Background: an optimization exercise with open tools, aiming at small area and a short achievable clock period. Do not read the settings as production practice.
Where RTL was checked, it was by simulation tests only, not by an equivalence proof against the original.
Power is estimated from default activity; no workload was simulated.

==> flow/design.v (excerpt) <==
module data_mem_responder #(
   parameter int ADDR_W      = ADDR_W_DEF,
   parameter int DATA_W      = DATA_W_DEF,
   parameter int WAIT_CYCLES = 2
) (
   input  logic                 clk,
   input  logic                 rst,
   input  logic                 req,
   input  logic                 we,
   input  logic [ADDR_W+1:0]    addr,
   input  logic [DATA_W-1:0]    wdata,
   output logic [DATA_W-1:0]    rdata,
   output logic                 ack,
   output logic                 err,
   output logic                 busy
);
Size: ~4,700 cells after synthesis, about 2,200 flip-flops, roughly 59,000 um2 of cells after synthesis.
make LEC_CHECK=0 CAP_MARGIN=30 CORE_MARGIN=2 CORE_UTILIZATION=40 CTS_CLUSTER_DIAMETER=100 CTS_CLUSTER_SIZE=24 SETUP_SLACK_MARGIN=2.4 SLEW_MARGIN=30 finish   # period 4.5 ns
run.sh (not shown) runs the stock make flow with config.mk's settings and CLKGATE_MAP_FILE= SYNTH_SCRIPT=/design/flow/synth_recipe.tcl, a recipe that flattens the netlist after the stock synthesis.
The baseline finished with timing, DRC and antenna clean.
Change:
CAP_MARGIN = 20   (was 30)
CORE_UTILIZATION = 50   (was 40)
SLEW_MARGIN = 20   (was 30)
What happened: Hold slack got worse by 4.7 ps. Design area barely changes. Maximum frequency drops by 2.6%. Worst setup slack got worse by 58 ps. Total power barely changes. Area after synthesis is unchanged. Via count climbs by 0.84%. Combinational power drops by 10%.
Change:
CORE_UTILIZATION = 40   (was 50)
SETUP_SLACK_MARGIN = 2.3   (was 2.4)
Effect:
- The changed run finished clean
- design area drops slightly
- count of clock-buffer cells in the layout climbs by 5
- utilization drops by 12 points
- area after synthesis is unchanged
- critical path depth stays the same
- total power hardly moves
- sequential share of layout area climbs by 0.73 points
- setup slack gets worse by 31 ps
- hold slack gets better by 9.2 ps

---

data_mem_responder, a different RTL version from the one above (not shown whole).
Size in the first run: ~4,700 cells after synthesis, roughly 2,200 flip-flops, about 79 I/O pins, roughly 0.059 mm^2 of cells after synthesis.
clock: 4.5 ns
lec_check: 0
cap_margin: 20
core_margin: 2
core_utilization: 60
setup_slack_margin: 2.3
slew_margin: 20
The first run completed without violations.
Edit:
CORE_UTILIZATION = 40   (was 60)
After rerunning: Combinational power rose by about 1%; sequential power stays flat; total power rose by 0.47%; cell count rose by 9.8%; core utilization fell by 24 points; worst hold slack barely changes; design area hardly moves; area after synthesis stays the same.
Edit:
CTS_CLUSTER_DIAMETER = 100   (was default)
CTS_CLUSTER_SIZE = 30   (was default)
What happened: Count of clock-buffer cells in the layout drops by 178; cell area went down by about 7%; power drops by 20%; setup slack gets better by 0.0045 ns; via count goes down by 3.0%; clock skew is higher by 0.014 ns; routed wire length drops by 2.4%; hold slack loses 0.011 ns; core utilization goes down by 3.3 points; first-iteration DRC count drops by 3.4%.
Edit:
==> flow/flow/run.sh (new file) <==
#!/bin/bash
# The standard layout, with clock tree synthesis told not to add dummy loads and to drive
# the sink clusters with clkbuf_8 (the trunk keeps clkbuf_16).
set -euo pipefail
bash standard.sh \
  CTS_ARGS="-sink_clustering_enable -repair_clock_nets -dont_use_dummy_load -sink_clustering_buffer sky130_fd_sc_hd__clkbuf_8" \
  finish > standard.log 2>&1
==> flow/standard.sh (new file) <==
#!/bin/bash
# synth_recipe.tcl (not shown) runs the flow's synth.tcl, then flattens the netlist and writes it again
# the make line also repeats each setting of config.mk as NAME=value (left out here)
make -C /OpenROAD-flow-scripts/flow DESIGN_CONFIG=/design/flow/config.mk WORK_HOME=/design/flow/orfs CLKGATE_MAP_FILE= SYNTH_SCRIPT=/design/flow/synth_recipe.tcl "${@:-finish}"
CTS_CLUSTER_DIAMETER = default   (was 100)
CTS_CLUSTER_SIZE = default   (was 30)
removed: flow/run.sh
Result: The changed run finished clean; via count rises by about 4%; critical path depth falls by 2; non-clock buffer count rises by 11.
Function was not checked in any run of this note: the RTL went through the layout flow alone.

---

## indigo
Another version of the RTL of data_mem_responder (not shown whole).
Size in the first run: roughly 2,200 flip-flops, roughly 79 I/O pins, roughly 58,000 um^2 of cells after synthesis.
clock: 4.5 ns
lec_check: 0
cap_margin: 20
core_margin: 2
core_utilization: 40
setup_slack_margin: 2.3
slew_margin: 20
Stock flow here: none of the scripts above is used.
indigo was carried through to the last stage, and its layout satisfied the timing, DRC and antenna checks.
The following lists how violet was set up differently from indigo:
==> flow/flow/run.sh (new file) <==
#!/bin/bash
# The standard layout, with clock tree synthesis told to form sink clusters of up to 24
# flip-flops within 100 um and not to add dummy loads.
set -euo pipefail
bash standard.sh \
  CTS_ARGS="-sink_clustering_enable -repair_clock_nets -sink_clustering_size 24 -sink_clustering_max_diameter 100 -dont_use_dummy_load" \
  finish > standard.log 2>&1
==> flow/standard.sh (new file) <==
#!/bin/bash
# synth_recipe.tcl (not shown) runs the flow's synth.tcl, then flattens the netlist and writes it again
# the make line also repeats each setting of config.mk as NAME=value (left out here)
make -C /OpenROAD-flow-scripts/flow DESIGN_CONFIG=/design/flow/config.mk WORK_HOME=/design/flow/orfs CLKGATE_MAP_FILE= SYNTH_SCRIPT=/design/flow/synth_recipe.tcl "${@:-finish}"
removed: flow/run.sh
==> run summary <==
- Taking indigo as the reference, in violet proportion of power drawn by combinational gates rose by 1.6 points; relative contribution of the clock network to total power fell by 13 points.
- Going from indigo to violet, the met2 global-route usage was found to have gone down by 0.25 points.
- Buffer share of cell area across violet and indigo: no real change.
- violet vs indigo — via count of the first global-routing pass dropped by a few percent
What nickel does differently from violet at the input level:
Settings: CTS_CLUSTER_DIAMETER now 100, previously not set; CTS_CLUSTER_SIZE now 30, previously not set.
==> flow/run.sh (new file) <==
#!/bin/bash
# synth_recipe.tcl (not shown) runs the flow's synth.tcl, then flattens the netlist and writes it again
# the make line also repeats each setting of config.mk as NAME=value (left out here)
make -C /OpenROAD-flow-scripts/flow DESIGN_CONFIG=/design/flow/config.mk WORK_HOME=/design/flow/orfs CLKGATE_MAP_FILE= SYNTH_SCRIPT=/design/flow/synth_recipe.tcl finish
removed: flow/flow/run.sh
removed: flow/standard.sh
- Every stage of the flow completed for nickel, and the final layout passed the timing, DRC and antenna checks.
- Looking at violet and nickel, the average wire per cell in the routed design is a wash.
- As far as total routed wirelength is concerned, nickel and violet perform about the same.
- Between nickel and violet, the utilization does not differ in any meaningful way.
- Looking only at share of total power in sequential cells, and setting everything else aside, the higher value of violet and nickel goes to nickel.
- Diff violet -> nickel | power of the clock network | down by a few percent
- Between violet and nickel, post-layout minimum cycle time increased.
- Of violet and nickel, the run reporting the higher relative slew slack was violet.
- Compared with violet, nickel shows a final-layout worst hold slack that is 0.037 ns higher.
- The worst setup margin of nickel falls short of that of violet by 0.0080 ns.
No functional check of the RTL was part of any run of this note.

---

## v5
data_mem_responder with an RTL version that a note above also has.
Size: ~4700 cells after synthesis, roughly 2200 flip-flops.
Settings: LEC_CHECK=0, CAP_MARGIN=20, CORE_MARGIN=2, CORE_UTILIZATION=40, CTS_CLUSTER_DIAMETER=100, CTS_CLUSTER_SIZE=24, PLACE_DENSITY=0.75, SETUP_SLACK_MARGIN=2.4, SLEW_MARGIN=20; clock period 4.5 ns.
Stock flow here: none of the scripts above is used.
v5 was carried through to the last stage, and its layout satisfied the timing, DRC and antenna checks.
Inputs modified between v5 and v44:
Settings: PLACE_DENSITY now 0.5, was 0.75.
==> run summary <==
v44 does better than v5 on worst setup margin. Per the comparison of v44 with v5, clock network area share neither gained nor lost much, multi-input combinational gate total climbed about 0.4%. Lower critical path depth goes to v44 over v5.
The following lists how v46 was set up differently from v44:
Settings: swapping 2.4 for 2.5 in SETUP_SLACK_MARGIN; clearing PLACE_DENSITY, which used to be 0.5.
Findings:
v46: all stages complete, timing, DRC and antenna checks passed
Cmp v46 and v44 / portion of the clock cycle consumed by the worst path in the final layout / higher: v46
The effective utilization at floorplan of v44 and that of v46 are within noise of each other.
Final area went up by a few percent going from v44 to v46.
Clock buffer count in the final layout went down by a few percent going from v44 to v46.
v46 vs. v44: cell count now larger; combinational fraction of design power now larger; worst clock skew comparable; maximum frequency now smaller.
Number of antenna violations at the first check in global routing in v46 is 2 above v44.
All-layer global routing usage for v46 is lower than for v44.
Clock power of v44 is on par with v46.
The following lists how v6 was set up differently from v46:
Settings: a change of CTS_CLUSTER_SIZE from 24 to 30; a change of SETUP_SLACK_MARGIN from 2.5 to 2.3.
==> comparison <==
In the metrics for v6 and v46, the one carrying the lower area fraction of clock buffers and clock inverters is v6.
Summary — number of antenna violations at the first check in global routing, v6 relative to v46: higher, by 2.
v6 -> v46: area enclosed by the die boundary delta 0, exact match
The lower met3 global-route usage of v6 and v46 is in v6.
Across v6 and v46, none had a timing, DRC or antenna violation.
Row fraction of met2 tracks used by global routing: v6 lower / v46 higher
Worst-case setup margin in the final layout ended up 0.059 ns lower on v6 than on v46.
When the final numbers for v6 and v46 were put side by side, the power turned out to be smaller in v6.
Setup changes, v6 to v36
Settings: SETUP_SLACK_MARGIN: 2.3 -> 2.4; CTS_CLUSTER_SIZE: 30 -> 24.
==> run summary <==
v6 ended up with in -> reg as its critical path class; v36 ended up with reg -> out.
Going from v6 to v36, global-route usage shows an increase of 0.81 points; total of fill cells in the finished design shows a reduction of 195; clock network fraction of design power shows an increase of 1.3 points.

---

build 28:
Starting RTL as in the previous note.
==> flow/config.mk <==
export PLATFORM = sky130hd
export DESIGN_NAME = data_mem_responder
export DESIGN_NICKNAME = data_mem_responder
export VERILOG_FILES = /design/flow/design.v
export SDC_FILE = /design/flow/constraint.sdc
export NUM_CORES = 4
export LEC_CHECK = 0
export CAP_MARGIN = 20
export CORE_MARGIN = 2
export CORE_UTILIZATION = 40
export SETUP_SLACK_MARGIN = 2.4
export SLEW_MARGIN = 20
==> flow/constraint.sdc <==
create_clock -name core_clock -period 4.5 [get_ports {clk}]
set_input_delay 0.9000 -clock core_clock [delete_from_list [all_inputs] [get_ports {clk}]]
set_output_delay 0.9000 -clock core_clock [all_outputs]
set_load 0.01 [all_outputs]
standard.sh (not shown) runs the stock make flow with config.mk's settings and CLKGATE_MAP_FILE= SYNTH_SCRIPT=/design/flow/synth_recipe.tcl, a recipe that flattens the netlist after the stock synthesis.
==> flow/flow/run.sh <==
#!/bin/bash
# The standard layout, with clock tree synthesis told to form sink clusters of up to 24
# flip-flops within 100 um and not to add dummy loads.
set -euo pipefail
bash standard.sh \
  CTS_ARGS="-sink_clustering_enable -repair_clock_nets -sink_clustering_size 24 -sink_clustering_max_diameter 100 -dont_use_dummy_load" \
  finish > standard.log 2>&1
### build 28 -> build 58
# build 28
export LEC_CHECK = 0
export CAP_MARGIN = 20
export CORE_MARGIN = 2
export CORE_UTILIZATION = 40
export SETUP_SLACK_MARGIN = 2.4
export SLEW_MARGIN = 20
create_clock -name core_clock -period 4.5 [get_ports {clk}]
# build 58
export LEC_CHECK = 0
export CAP_MARGIN = 20
export CORE_MARGIN = 2
export CORE_UTILIZATION = 40
export CTS_CLUSTER_DIAMETER = 100
export CTS_CLUSTER_SIZE = 24
export SETUP_SLACK_MARGIN = 2.45
export SLEW_MARGIN = 20
create_clock -name core_clock -period 4.5 [get_ports {clk}]
==> flow/run.sh (new file) <==
#!/bin/bash
# synth_recipe.tcl (not shown) runs the flow's synth.tcl, then flattens the netlist and writes it again
# the make line also repeats each setting of config.mk as NAME=value (left out here)
make -C /OpenROAD-flow-scripts/flow DESIGN_CONFIG=/design/flow/config.mk WORK_HOME=/design/flow/orfs CLKGATE_MAP_FILE= SYNTH_SCRIPT=/design/flow/synth_recipe.tcl finish
removed: flow/flow/run.sh
removed: flow/standard.sh
--- outcome ---
Build 28 was carried through to the last stage, and its layout satisfied the timing, DRC and antenna checks.
Build 58: flow completed, timing, DRC and antenna clean
Re flip-flop and latch share of the layout cell area: build 28 and build 58 aren't equal, and the lower value belongs to build 58.
Row routed wire length per instance: build 58 higher / build 28 lower
Number of cells upsized or downsized after cts ended up 4 higher on build 58 than on build 28.
For highest clock rate, build 28 and build 58 come out practically identical.
The run showing the smaller post-detailed-routing wire length is build 28.
Build 58 reports its critical path start-end classification as flop to flop while build 28 reports input pin to flop.
For build 52, these inputs were changed with respect to build 58:
# build 58
export LEC_CHECK = 0
export CAP_MARGIN = 20
export CORE_MARGIN = 2
export CORE_UTILIZATION = 40
export CTS_CLUSTER_DIAMETER = 100
export CTS_CLUSTER_SIZE = 24
export SETUP_SLACK_MARGIN = 2.45
export SLEW_MARGIN = 20
create_clock -name core_clock -period 4.5 [get_ports {clk}]
# build 52
export LEC_CHECK = 0
export CAP_MARGIN = 20
export CORE_MARGIN = 2
export CORE_UTILIZATION = 40
export CTS_CLUSTER_DIAMETER = 100
export CTS_CLUSTER_SIZE = 28
export SETUP_SLACK_MARGIN = 2.4
export SLEW_MARGIN = 20
create_clock -name core_clock -period 4.5 [get_ports {clk}]
--- outcome ---
Build 52 finished all stages; the layout is clean. Total power was lower in the run labelled build 52. Against build 58, build 52 reports a filler cell count in the final layout that is higher. rdata[0] as the capture point of the critical path was reported by build 52, and rinv_q$_DFF_P_ by build 58. Against build 58, build 52 reports a fraction of the cycle the final worst path needs that is lower.
Edits applied to the flow inputs when going from build 52 to build 20:
# build 52
export LEC_CHECK = 0
export CAP_MARGIN = 20
export CORE_MARGIN = 2
export CORE_UTILIZATION = 40
export CTS_CLUSTER_DIAMETER = 100
export CTS_CLUSTER_SIZE = 28
export SETUP_SLACK_MARGIN = 2.4
export SLEW_MARGIN = 20
create_clock -name core_clock -period 4.5 [get_ports {clk}]
# build 20
export LEC_CHECK = 0
export CAP_MARGIN = 20
export CORE_MARGIN = 2
export CORE_UTILIZATION = 40
export CTS_CLUSTER_DIAMETER = 100
export CTS_CLUSTER_SIZE = 24
export SETUP_SLACK_MARGIN = 2.35
export SLEW_MARGIN = 20
create_clock -name core_clock -period 4.5 [get_ports {clk}]
Notes after the runs:
- Relative to build 52, logic gate share of total power decreased by 0.2 points in build 20.
- In terms of instance area at placement, build 20 and build 52 differ only marginally.
- On post-layout instance area, build 20 does worse than build 52.
- Between build 52 and build 20, the global placer's final weighted congestion figures differ only marginally.
- Worst setup path startpoint = err_q$_SDFFE_PN0P_: build 20; worst setup path startpoint = rdata_q[0]$_SDFF_PN0_: build 52
- Looking at portion of the clock cycle consumed by the worst path in the final layout across build 52 and build 20, the one that comes out lower is build 52.
- Clock transition time at the flip-flop clock pins of the worst setup and hold paths of build 20 is on par with build 52.
- As of build 20, sum of internal, switching and leakage power had risen by a few percent compared to build 52.
- Changes observed in build 20 relative to build 52: worst setup slack down 0.053 ns, via count increased by 425 relative to the old numbers.
What build 70 does differently from build 20 at the input level:
# build 20
export LEC_CHECK = 0
export CAP_MARGIN = 20
export CORE_MARGIN = 2
export CORE_UTILIZATION = 40
export CTS_CLUSTER_DIAMETER = 100
export CTS_CLUSTER_SIZE = 24
export SETUP_SLACK_MARGIN = 2.35
export SLEW_MARGIN = 20
create_clock -name core_clock -period 4.5 [get_ports {clk}]
# build 70
export LEC_CHECK = 0
export CAP_MARGIN = 10
export CORE_MARGIN = 2
export CORE_UTILIZATION = 40
export CTS_CLUSTER_DIAMETER = 100
export CTS_CLUSTER_SIZE = 24
export SETUP_SLACK_MARGIN = 2.4
export SLEW_MARGIN = 10
create_clock -name core_clock -period 4.5 [get_ports {clk}]
Notes after the runs:
err_q$_SDFFE_PN0P_ as the timing startpoint of the critical path was reported by build 20, and rdata_q[0]$_SDFF_PN0_ by build 70.
Reported for build 20 and build 70, area fraction in compound gates after synthesis turned out identical to the last digit.
Compared with build 20, build 70 shows final total power lower by 1.1%.
Between build 20 and build 70, fmax increased.
Diff build 70..build 20 | total number of tap cells | negligible
Note that the number of buffers other than clock buffers in the final layout recorded for build 70 amounts to 0.925 times the value seen in build 20.
Sequential share of layout area: build 70 higher than build 20
Looking at global-route wire length before repair, build 70 sits about 0.8% below build 20.
The detailed-route wire length number comes out higher for build 20 vs build 70.
Build 70: final core utilization lower than build 20
Inputs modified between build 70 and build 91:
# build 70
export LEC_CHECK = 0
export CAP_MARGIN = 10
export CORE_MARGIN = 2
export CORE_UTILIZATION = 40
export CTS_CLUSTER_DIAMETER = 100
export CTS_CLUSTER_SIZE = 24
export SETUP_SLACK_MARGIN = 2.4
export SLEW_MARGIN = 10
create_clock -name core_clock -period 4.5 [get_ports {clk}]
# build 91
export LEC_CHECK = 0
export CAP_MARGIN = 20
export CORE_MARGIN = 2
export CORE_UTILIZATION = 40
export CTS_CLUSTER_DIAMETER = 100
export CTS_CLUSTER_SIZE = 24
export GPL_ROUTABILITY_DRIVEN = 0
export SETUP_SLACK_MARGIN = 2.4
export SLEW_MARGIN = 20
create_clock -name core_clock -period 4.5 [get_ports {clk}]
==> run summary <==
- The post-route fraction of the period consumed by the critical path on build 70 is in line with that on build 91.
- Smallest setup slack after layout of build 70 is on par with build 91.
- From build 70 to build 91 the numbers moved as follows: total wirelength of the detailed-routed design flat; count of state elements after synthesis flat.

-- afterwards: timing with drivers on the ports --
No port has a modelled driver above. Below, the same layouts with a new extraction and two added sets of constraints.
Step 1 assumes that a clkbuf_16 drives the clock port and a buf_2 every other input.
Step 2 times the ports against the registers' clock, not the clock port: input delays grow and output delays shrink by t, the midpoint of the rising clock arrivals with the driver on.
Three values: ideal, step 1, step 2; two values: the first two.
run	t (ns)	setup WS [ns]	worst setup path after step 2
the first run of note 1	0.815	2.332 / 2.252 / 1.569	input to register
the second run of note 1	0.808	2.274 / 2.222 / 1.548	input to register
the third run of note 1	0.830	2.243 / 2.239 / 1.508	input to register
the first run of note 2	0.865	2.230 / 2.230 / 1.513	input to register
the second run of note 2	0.891	2.211 / 2.182 / 1.459	input to register
the third run of note 2	0.787	2.216 / 2.216 / 1.500	input to register
the fourth run of note 2	0.918	2.207 / 2.136 / 1.414	input to register
indigo	0.889	2.277 / 2.242 / 1.476	input to register
violet	0.783	2.279 / 2.262 / 1.549	input to register
nickel	0.788	2.271 / 2.255 / 1.527	input to register
v5	0.804	2.225 / 2.181 / 1.508	input to register
v44	0.841	2.310 / 2.224 / 1.585	input to register
v46	0.807	2.303 / 2.222 / 1.594	input to register
v6	0.825	2.244 / 2.245 / 1.481	input to register
v36	0.826	2.304 / 2.227 / 1.567	input to register
build 28	0.806	2.301 / 2.247 / 1.547	input to register
build 58	0.797	2.308 / 2.262 / 1.599	input to register
build 52	0.806	2.333 / 2.252 / 1.580	input to register
build 20	0.817	2.280 / 2.202 / 1.577	input to register
build 70	0.826	2.306 / 2.228 / 1.575	input to register
build 91	0.826	2.304 / 2.227 / 1.567	input to register
After both steps setup and hold are still met in every run listed. The setup slack of indigo, which loses most, moves by -0.035 ns with the drivers and by -0.801 ns with both steps.
